Context: an optimization exercise on an open-source flow, tuned for small area. The choices shown serve that exercise and are no tape-out recipe.
Function was checked by simulation only, so behaviour that the tests miss may differ from the original.

==> inputs of indigo <==
==> flow/design.v <==
module sequential_store #(
  parameter int unsigned NR_LANES       = 4,
  parameter int unsigned DLEN           = 64,
  parameter int unsigned AXI_DATA_WIDTH = 128,
  parameter int unsigned AXI_ADDR_WIDTH = 64
) (
  input  logic                          clk_i,
  input  logic                          rst_ni,
  input  logic                          rx_shfu_valid_i,
  output logic                          rx_shfu_ready_o,
  input  logic [DLEN*NR_LANES-1:0]      rx_shfu_nb_i,
  input  logic [DLEN/4*NR_LANES-1:0]    rx_shfu_en_i,
  input  logic                          meta_valid_i,
  output logic                          meta_ready_o,
  input  logic [$clog2(DLEN/4*NR_LANES)-1:0] meta_nb_ptr_i,
  input  logic                          txn_valid_i,
  output logic                          txn_ready_o,
  input  logic [AXI_ADDR_WIDTH-1:0]     txn_addr_i,
  input  logic                          txn_is_head_i,
  input  logic                          txn_last_beat_i,
  input  logic [$clog2(AXI_DATA_WIDTH/4):0] txn_lbn_i,
  input  logic                          txn_is_final_i,
  output logic                          w_valid_o,
  input  logic                          w_ready_i,
  output logic [AXI_DATA_WIDTH-1:0]     w_data_o,
  output logic [AXI_DATA_WIDTH/8-1:0]   w_strb_o,
  output logic                          w_last_o
);
  logic         pack_q;       
  logic         hold_v_q;
  logic [255:0] hold_nb_q;
  logic [63:0]  hold_en_q;
  logic [5:0]   nb_ptr_q;
  logic         part_q;       
  logic [4:0]   base_q;       
  logic         w_valid_q, w_last_q;
  logic [127:0] w_data_q;
  logic [15:0]  w_strb_q;
  logic [4:0]   lower, base;
  logic [6:0]   upper, diff, sum, hi;
  logic [5:0]   off;
  logic         start, commit, complete, release_e, take;
  assign lower = txn_is_head_i ? txn_addr_i[4:0] : 5'd0;
  assign base  = part_q ? base_q : lower;
  assign upper = txn_last_beat_i ? {1'b0, txn_lbn_i} : 7'd32;
  assign diff     = {1'b0, nb_ptr_q} - {2'b00, base};
  assign off      = diff[5:0];
  assign sum      = diff + upper;
  assign complete = sum <= 7'd64;
  assign hi       = complete ? upper : 7'd64 - diff;
  assign start     = !pack_q && txn_valid_i && meta_valid_i;
  assign commit    = pack_q && hold_v_q && txn_valid_i && (!w_valid_q || w_ready_i);
  assign release_e = commit && (sum >= 7'd64 || txn_is_final_i);
  assign take      = !hold_v_q || release_e;
  assign rx_shfu_ready_o = rst_ni && take;
  assign meta_ready_o    = rst_ni && start;
  assign txn_ready_o     = commit && complete;
  logic [31:0] rng, m;
  always_comb
    for (int j = 0; j < 32; j++) rng[j] = (j >= int'(base)) && (j < int'(hi));
  logic [4:0]  src [64];
  logic [4:0]  y5n [63];
  logic [4:0]  y4 [47];
  logic [4:0]  y3n [39];
  logic [4:0]  y2 [35];
  logic [4:0]  y1n [33];
  logic [31:0] en_rot;
  logic [3:0]  d_rot [32];
  logic [5:0]  s, sn;
  logic [31:0] s0_m, sn0_m;
  assign s  = off;
  assign sn = ~off;
  always_comb
    for (int k = 0; k < 64; k++) src[k] = {hold_en_q[k], hold_nb_q[4*k +: 4]};
  for (genvar i = 0; i < 63; i++) begin : g_st5
    for (genvar b = 0; b < 5; b++) begin : g_b
      sequential_store_aoi u (.s(sn[5]), .a(src[i][b]), .t(s[5]), .b(src[(i + 32) % 64][b]),
                              .y(y5n[i][b]));
    end
  end
  for (genvar i = 0; i < 47; i++) begin : g_st4
    for (genvar b = 0; b < 5; b++) begin : g_b
      sequential_store_oai u (.s(s[4]), .a(y5n[i][b]), .t(sn[4]), .b(y5n[i + 16][b]),
                              .y(y4[i][b]));
    end
  end
  for (genvar i = 0; i < 39; i++) begin : g_st3
    for (genvar b = 0; b < 5; b++) begin : g_b
      sequential_store_aoi u (.s(sn[3]), .a(y4[i][b]), .t(s[3]), .b(y4[i + 8][b]),
                              .y(y3n[i][b]));
    end
  end
  for (genvar i = 0; i < 35; i++) begin : g_st2
    for (genvar b = 0; b < 5; b++) begin : g_b
      sequential_store_oai u (.s(s[2]), .a(y3n[i][b]), .t(sn[2]), .b(y3n[i + 4][b]),
                              .y(y2[i][b]));
    end
  end
  for (genvar i = 0; i < 33; i++) begin : g_st1
    for (genvar b = 0; b < 5; b++) begin : g_b
      sequential_store_aoi u (.s(sn[1]), .a(y2[i][b]), .t(s[1]), .b(y2[i + 2][b]),
                              .y(y1n[i][b]));
    end
  end
  for (genvar i = 0; i < 32; i++) begin : g_st0
    sequential_store_oai u_en (.s(s[0]), .a(y1n[i][4]), .t(sn[0]), .b(y1n[i + 1][4]),
                               .y(en_rot[i]));
    assign m[i]     = rng[i] && en_rot[i];
    assign s0_m[i]  = s[0] || !m[i];
    assign sn0_m[i] = sn[0] || !m[i];
    for (genvar b = 0; b < 4; b++) begin : g_b
      sequential_store_oai u (.s(s0_m[i]), .a(y1n[i][b]), .t(sn0_m[i]), .b(y1n[i + 1][b]),
                              .y(d_rot[i][b]));
    end
  end
  always_ff @(posedge clk_i or negedge rst_ni) begin
    if (!rst_ni) begin
      pack_q    <= 1'b0;
      hold_v_q  <= 1'b0;
      w_valid_q <= 1'b0;
    end else begin
      if (start) pack_q <= 1'b1;
      else if (commit && complete && txn_is_final_i) pack_q <= 1'b0;
      if (take) hold_v_q <= rx_shfu_valid_i;
      if (commit && complete) w_valid_q <= 1'b1;
      else if (w_ready_i) w_valid_q <= 1'b0;
    end
  end
  always_ff @(posedge clk_i) begin
    if (take) begin
      hold_nb_q <= rx_shfu_nb_i;
      hold_en_q <= rx_shfu_en_i;
    end
    if (start) begin
      nb_ptr_q <= meta_nb_ptr_i;
      part_q   <= 1'b0;
    end else if (commit) begin
      nb_ptr_q <= complete ? sum[5:0] : 6'd0;
      part_q   <= !complete;
    end
    if (commit && !complete) base_q <= hi[4:0];
    if (commit && complete) w_last_q <= txn_last_beat_i;
    if (commit) begin
      for (int j = 0; j < 32; j++)
        if (rng[j] || !part_q) w_data_q[4*j +: 4] <= d_rot[j];
      for (int b = 0; b < 16; b++)
        w_strb_q[b] <= (part_q && w_strb_q[b]) || m[2*b] || m[2*b+1];
    end
  end
  assign w_valid_o = w_valid_q;
  assign w_data_o  = w_data_q;
  assign w_strb_o  = w_strb_q;
  assign w_last_o  = w_last_q;
endmodule
module sequential_store_aoi (
  input  logic s,
  input  logic a,
  input  logic t,
  input  logic b,
  output logic y
);
  assign y = ~((s & a) | (t & b));
endmodule
module sequential_store_oai (
  input  logic s,
  input  logic a,
  input  logic t,
  input  logic b,
  output logic y
);
  assign y = ~((s | a) & (t | b));
endmodule
==> flow/flow/run.sh <==
#!/bin/bash
# Standard ORFS layout (the standard.sh) with these changes:
#  - synthesis maps combinational logic with an area-only ABC script (flow/synth.tcl, flow/area.abc);
#  - the rotation stage cells (sequential_store_aoi/_oai) are mapped on their own before the
#    design is flattened, so each stage element becomes a single inverting cell;
#  - port buffers are the smallest buffer (buf_1) instead of the resizer's default pick;
#  - clock tree: larger sink clusters and no dummy load cells.
set -euo pipefail
here=$(pwd)
export MY_ABC_SCRIPT=$here/flow/area.abc
bash standard.sh SYNTH_SCRIPT=$here/flow/synth.tcl \
  "SYNTH_KEEP_MODULES=sequential_store_aoi sequential_store_oai" \
  "BUFFER_PORTS_ARGS=-buffer_cell sky130_fd_sc_hd__buf_1" \
  "CTS_ARGS=-sink_clustering_enable -repair_clock_nets -sink_clustering_size 24 -sink_clustering_max_diameter 200 -buf_list {sky130_fd_sc_hd__clkbuf_16} -dont_use_dummy_load" \
  finish > $here/standard.log 2>&1
==> flow/flow/area.abc <==
strash
dch
amap -F 3 -A 10 -C 1000
topo
==> flow/flow/synth.tcl <==
# synth_recipe.tcl with one change: ABC maps the combinational logic with an area-only script
# (flow/area.abc); everything else, including flip-flop mapping, is ORFS's synthesis unchanged.
proc synth {args} { yosys synth -nofsm -noshare {*}$args }
proc abc {args} {
  set i [lsearch -exact $args -script]
  if {$i >= 0} { lset args [expr {$i + 1}] $::env(MY_ABC_SCRIPT) }
  yosys abc {*}$args
}
source $::env(SCRIPTS_DIR)/synth.tcl
# left out here: clear keep_hierarchy, flatten, clean up, hide names made inside functions, write 1_2_yosys.v
==> flow/standard.sh <==
#!/bin/bash
# synth_recipe.tcl (not shown) runs the flow's synth.tcl, then flattens the netlist and writes it again
# the make line also repeats each setting of config.mk as NAME=value (left out here)
make -C /OpenROAD-flow-scripts/flow DESIGN_CONFIG=/design/flow/config.mk WORK_HOME=/design/flow/orfs CLKGATE_MAP_FILE= SYNTH_SCRIPT=/design/flow/synth_recipe.tcl "${@:-finish}"
==> flow/config.mk <==
export PLATFORM = sky130hd
export DESIGN_NAME = sequential_store
export DESIGN_NICKNAME = sequential_store
export VERILOG_FILES = /design/flow/design.v
export SDC_FILE = /design/flow/constraint.sdc
export NUM_CORES = 4
export LEC_CHECK = 0
export CAP_MARGIN = 20
export CORE_MARGIN = 2
export CORE_UTILIZATION = 40
export SLEW_MARGIN = 20
==> flow/constraint.sdc <==
create_clock -name core_clock -period 10.0 [get_ports {clk_i}]
set_input_delay 2.0000 -clock core_clock [delete_from_list [all_inputs] [get_ports {clk_i}]]
set_output_delay 2.0000 -clock core_clock [all_outputs]
set_load 0.01 [all_outputs]
==> quartz (differences from indigo) <==
==> flow/design.v, changed modules only <==
module sequential_store #(
  parameter int unsigned NR_LANES       = 4,
  parameter int unsigned DLEN           = 64,
  parameter int unsigned AXI_DATA_WIDTH = 128,
  parameter int unsigned AXI_ADDR_WIDTH = 64
) (
  input  logic                          clk_i,
  input  logic                          rst_ni,
  input  logic                          rx_shfu_valid_i,
  output logic                          rx_shfu_ready_o,
  input  logic [DLEN*NR_LANES-1:0]      rx_shfu_nb_i,
  input  logic [DLEN/4*NR_LANES-1:0]    rx_shfu_en_i,
  input  logic                          meta_valid_i,
  output logic                          meta_ready_o,
  input  logic [$clog2(DLEN/4*NR_LANES)-1:0] meta_nb_ptr_i,
  input  logic                          txn_valid_i,
  output logic                          txn_ready_o,
  input  logic [AXI_ADDR_WIDTH-1:0]     txn_addr_i,
  input  logic                          txn_is_head_i,
  input  logic                          txn_last_beat_i,
  input  logic [$clog2(AXI_DATA_WIDTH/4):0] txn_lbn_i,
  input  logic                          txn_is_final_i,
  output logic                          w_valid_o,
  input  logic                          w_ready_i,
  output logic [AXI_DATA_WIDTH-1:0]     w_data_o,
  output logic [AXI_DATA_WIDTH/8-1:0]   w_strb_o,
  output logic                          w_last_o
);
  localparam int unsigned BUF_NBS = 64;
  localparam int unsigned BUS_NBS = 32;
  logic         pack_q;       
  logic         hold_v_q;
  logic [255:0] hold_nb_q;
  logic [63:0]  hold_en_q;
  logic [5:0]   nb_ptr_q;
  logic         part_q;       
  logic [4:0]   base_q;       
  logic         w_valid_q, w_last_q;
  logic [127:0] w_data_q;
  logic [15:0]  w_strb_q;
  logic [4:0]   lower, base;
  logic [6:0]   upper, lim, bus_v, hi;
  logic [5:0]   off;
  logic         start, commit, complete, release_e, take;
  assign lower = txn_is_head_i ? txn_addr_i[4:0] : 5'd0;
  assign base  = part_q ? base_q : lower;
  assign upper = txn_last_beat_i ? {1'b0, txn_lbn_i} : 7'd32;
  assign lim      = {2'b00, base} + 7'd64 - {1'b0, nb_ptr_q};
  assign bus_v    = upper - {2'b00, base};
  assign complete = upper <= lim;
  assign hi       = complete ? upper : lim;
  assign off      = nb_ptr_q - {1'b0, base};
  assign start     = !pack_q && txn_valid_i && meta_valid_i;
  assign commit    = pack_q && hold_v_q && txn_valid_i && (!w_valid_q || w_ready_i);
  assign release_e = commit && (!complete || upper == lim || txn_is_final_i);
  assign take      = !hold_v_q || release_e;
  assign rx_shfu_ready_o = rst_ni && take;
  assign meta_ready_o    = rst_ni && start;
  assign txn_ready_o     = commit && complete;
  logic [4:0] src [BUF_NBS];
  logic [4:0] y5n [63];
  logic [4:0] y4 [47];
  logic [4:0] y3n [39];
  logic [4:0] y2 [35];
  logic [4:0] y1n [33];
  logic [4:0] rot [BUS_NBS];
  logic [5:0] s, sn;
  assign s  = off;
  assign sn = ~off;
  always_comb
    for (int k = 0; k < 64; k++) src[k] = {hold_en_q[k], hold_nb_q[4*k +: 4]};
  for (genvar i = 0; i < 63; i++) begin : g_st5
    sequential_store_aoi u (.s(sn[5]), .a(src[i]), .t(s[5]), .b(src[(i + 32) % 64]), .y(y5n[i]));
  end
  for (genvar i = 0; i < 47; i++) begin : g_st4
    sequential_store_oai u (.s(s[4]), .a(y5n[i]), .t(sn[4]), .b(y5n[i + 16]), .y(y4[i]));
  end
  for (genvar i = 0; i < 39; i++) begin : g_st3
    sequential_store_aoi u (.s(sn[3]), .a(y4[i]), .t(s[3]), .b(y4[i + 8]), .y(y3n[i]));
  end
  for (genvar i = 0; i < 35; i++) begin : g_st2
    sequential_store_oai u (.s(s[2]), .a(y3n[i]), .t(sn[2]), .b(y3n[i + 4]), .y(y2[i]));
  end
  for (genvar i = 0; i < 33; i++) begin : g_st1
    sequential_store_aoi u (.s(sn[1]), .a(y2[i]), .t(s[1]), .b(y2[i + 2]), .y(y1n[i]));
  end
  for (genvar i = 0; i < 32; i++) begin : g_st0
    sequential_store_oai u (.s(s[0]), .a(y1n[i]), .t(sn[0]), .b(y1n[i + 1]), .y(rot[i]));
  end
  logic [BUS_NBS-1:0] rng, m;
  always_comb begin
    for (int j = 0; j < 32; j++) begin
      rng[j] = (j >= int'(base)) && (j < int'(hi));
      m[j]   = rng[j] && rot[j][4];
    end
  end
  always_ff @(posedge clk_i or negedge rst_ni) begin
    if (!rst_ni) begin
      pack_q    <= 1'b0;
      hold_v_q  <= 1'b0;
      w_valid_q <= 1'b0;
    end else begin
      if (start) pack_q <= 1'b1;
      else if (commit && complete && txn_is_final_i) pack_q <= 1'b0;
      if (take) hold_v_q <= rx_shfu_valid_i;
      if (commit && complete) w_valid_q <= 1'b1;
      else if (w_ready_i) w_valid_q <= 1'b0;
    end
  end
  always_ff @(posedge clk_i) begin
    if (take) begin
      hold_nb_q <= rx_shfu_nb_i;
      hold_en_q <= rx_shfu_en_i;
    end
    if (start) begin
      nb_ptr_q <= meta_nb_ptr_i;
      part_q   <= 1'b0;
    end else if (commit) begin
      nb_ptr_q <= complete ? nb_ptr_q + bus_v[5:0] : 6'd0;
      part_q   <= !complete;
    end
    if (commit && !complete) base_q <= lim[4:0];
    if (commit && complete) w_last_q <= txn_last_beat_i;
    if (commit) begin
      for (int j = 0; j < 32; j++)
        if (rng[j] || !part_q) w_data_q[4*j +: 4] <= m[j] ? rot[j][3:0] : 4'h0;
      for (int b = 0; b < 16; b++)
        w_strb_q[b] <= (part_q && w_strb_q[b]) || m[2*b] || m[2*b+1];
    end
  end
  assign w_valid_o = w_valid_q;
  assign w_data_o  = w_data_q;
  assign w_strb_o  = w_strb_q;
  assign w_last_o  = w_last_q;
endmodule
module sequential_store_aoi (
  input  logic       s,
  input  logic [4:0] a,
  input  logic       t,
  input  logic [4:0] b,
  output logic [4:0] y
);
  assign y = ~(({5{s}} & a) | ({5{t}} & b));
endmodule
module sequential_store_oai (
  input  logic       s,
  input  logic [4:0] a,
  input  logic       t,
  input  logic [4:0] b,
  output logic [4:0] y
);
  assign y = ~(({5{s}} | a) & ({5{t}} | b));
endmodule
==> flow/flow/run.sh (replaced) <==
#!/bin/bash
# Standard ORFS layout (the standard.sh) with these changes:
#  - synthesis maps combinational logic with an area-only ABC script (flow/synth.tcl, flow/area.abc);
#  - the rotation stage cells (sequential_store_aoi/_oai) are mapped on their own before the
#    design is flattened, so each stage element becomes a single inverting cell;
#  - port buffers are the smallest buffer (buf_1) instead of the resizer's default pick.
set -euo pipefail
here=$(pwd)
export MY_ABC_SCRIPT=$here/flow/area.abc
bash standard.sh SYNTH_SCRIPT=$here/flow/synth.tcl \
  "SYNTH_KEEP_MODULES=sequential_store_aoi sequential_store_oai" \
  "BUFFER_PORTS_ARGS=-buffer_cell sky130_fd_sc_hd__buf_1" finish > $here/standard.log 2>&1
--- a/flow/config.mk
+++ b/flow/config.mk
@@ -8,4 +8,6 @@
 export CAP_MARGIN = 20
 export CORE_MARGIN = 2
 export CORE_UTILIZATION = 40
+export CTS_BUF_LIST = sky130_fd_sc_hd__clkbuf_8
+export CTS_CLUSTER_SIZE = 30
 export SLEW_MARGIN = 20
==> xenon (differences from indigo) <==
==> flow/flow/run.sh (replaced) <==
#!/bin/bash
# Standard ORFS layout (the standard.sh) with these changes:
#  - synthesis maps combinational logic with an area-only ABC script (flow/synth.tcl, flow/area.abc);
#  - the rotation stage cells (sequential_store_aoi/_oai) are mapped on their own before the
#    design is flattened, so each stage element becomes a single inverting cell;
#  - port buffers are the smallest buffer (buf_1) instead of the resizer's default pick.
set -euo pipefail
here=$(pwd)
export MY_ABC_SCRIPT=$here/flow/area.abc
bash standard.sh SYNTH_SCRIPT=$here/flow/synth.tcl \
  "SYNTH_KEEP_MODULES=sequential_store_aoi sequential_store_oai" \
  "BUFFER_PORTS_ARGS=-buffer_cell sky130_fd_sc_hd__buf_1" finish > $here/standard.log 2>&1
--- a/flow/config.mk
+++ b/flow/config.mk
@@ -5,7 +5,10 @@
 export SDC_FILE = /design/flow/constraint.sdc
 export NUM_CORES = 4
 export LEC_CHECK = 0
-export CAP_MARGIN = 20
+export CAP_MARGIN = 0
 export CORE_MARGIN = 2
 export CORE_UTILIZATION = 40
-export SLEW_MARGIN = 20
+export CTS_BUF_LIST = sky130_fd_sc_hd__clkbuf_16
+export CTS_CLUSTER_DIAMETER = 80
+export CTS_CLUSTER_SIZE = 40
+export SLEW_MARGIN = 0
==> yarrow (differences from indigo) <==
--- a/flow/config.mk
+++ b/flow/config.mk
@@ -7,5 +7,6 @@
 export LEC_CHECK = 0
 export CAP_MARGIN = 20
 export CORE_MARGIN = 2
-export CORE_UTILIZATION = 40
+export CORE_UTILIZATION = 50
+export PLACE_DENSITY = 0.65
 export SLEW_MARGIN = 20
==> summary of the runs <==
Routed wire length, lowest first: yarrow, indigo, xenon, quartz.
quartz went through all stages and came out clean. indigo passed the timing, design-rule and antenna checks. xenon produced a clean layout. yarrow went through all stages and came out clean.
Sequential share of layout area, highest first: yarrow, indigo, xenon, quartz.
Between xenon and quartz, the lower synthesized area is in xenon (gap 3.0%, measured against quartz).

[static timing again, ports no longer ideal]
In the flow no input, the clock included, has a driving cell. The finished layouts below were timed again as built, in two steps.
Step 1 (the two cells are an assumption about what drives the block):
set clk [get_ports {clk_i}]
set_driving_cell -lib_cell sky130_fd_sc_hd__clkbuf_16 $clk
set_driving_cell -lib_cell sky130_fd_sc_hd__buf_2 [delete_from_list [all_inputs] $clk]
Step 2 times the ports against the registers' clock, not the clock port: input delays grow and output delays shrink by t, the midpoint of the rising clock arrivals with the driver on.
a / b / c = ideal / step 1 / step 2; a / b = the first two.
run | t (ns) | slack for setup (ns) | hold slack, ns
indigo | 0.648 | 0.963 / 0.963 / 0.666 | 0.594 / 0.594 / 0.594
quartz | 0.742 | 2.026 / 1.968 / 1.861 | 0.564 / 0.564 / 0.564
xenon | 0.699 | 1.134 / 1.070 / 0.792 | 0.588 / 0.588 / 0.588
yarrow | 0.642 | 1.331 / 1.331 / 0.944 | 0.571 / 0.571 / 0.571
After both steps every run listed still meets setup and hold. For yarrow, which loses most, drivers alone change the setup slack by 0.000 ns; drivers and shift together by -0.387 ns.
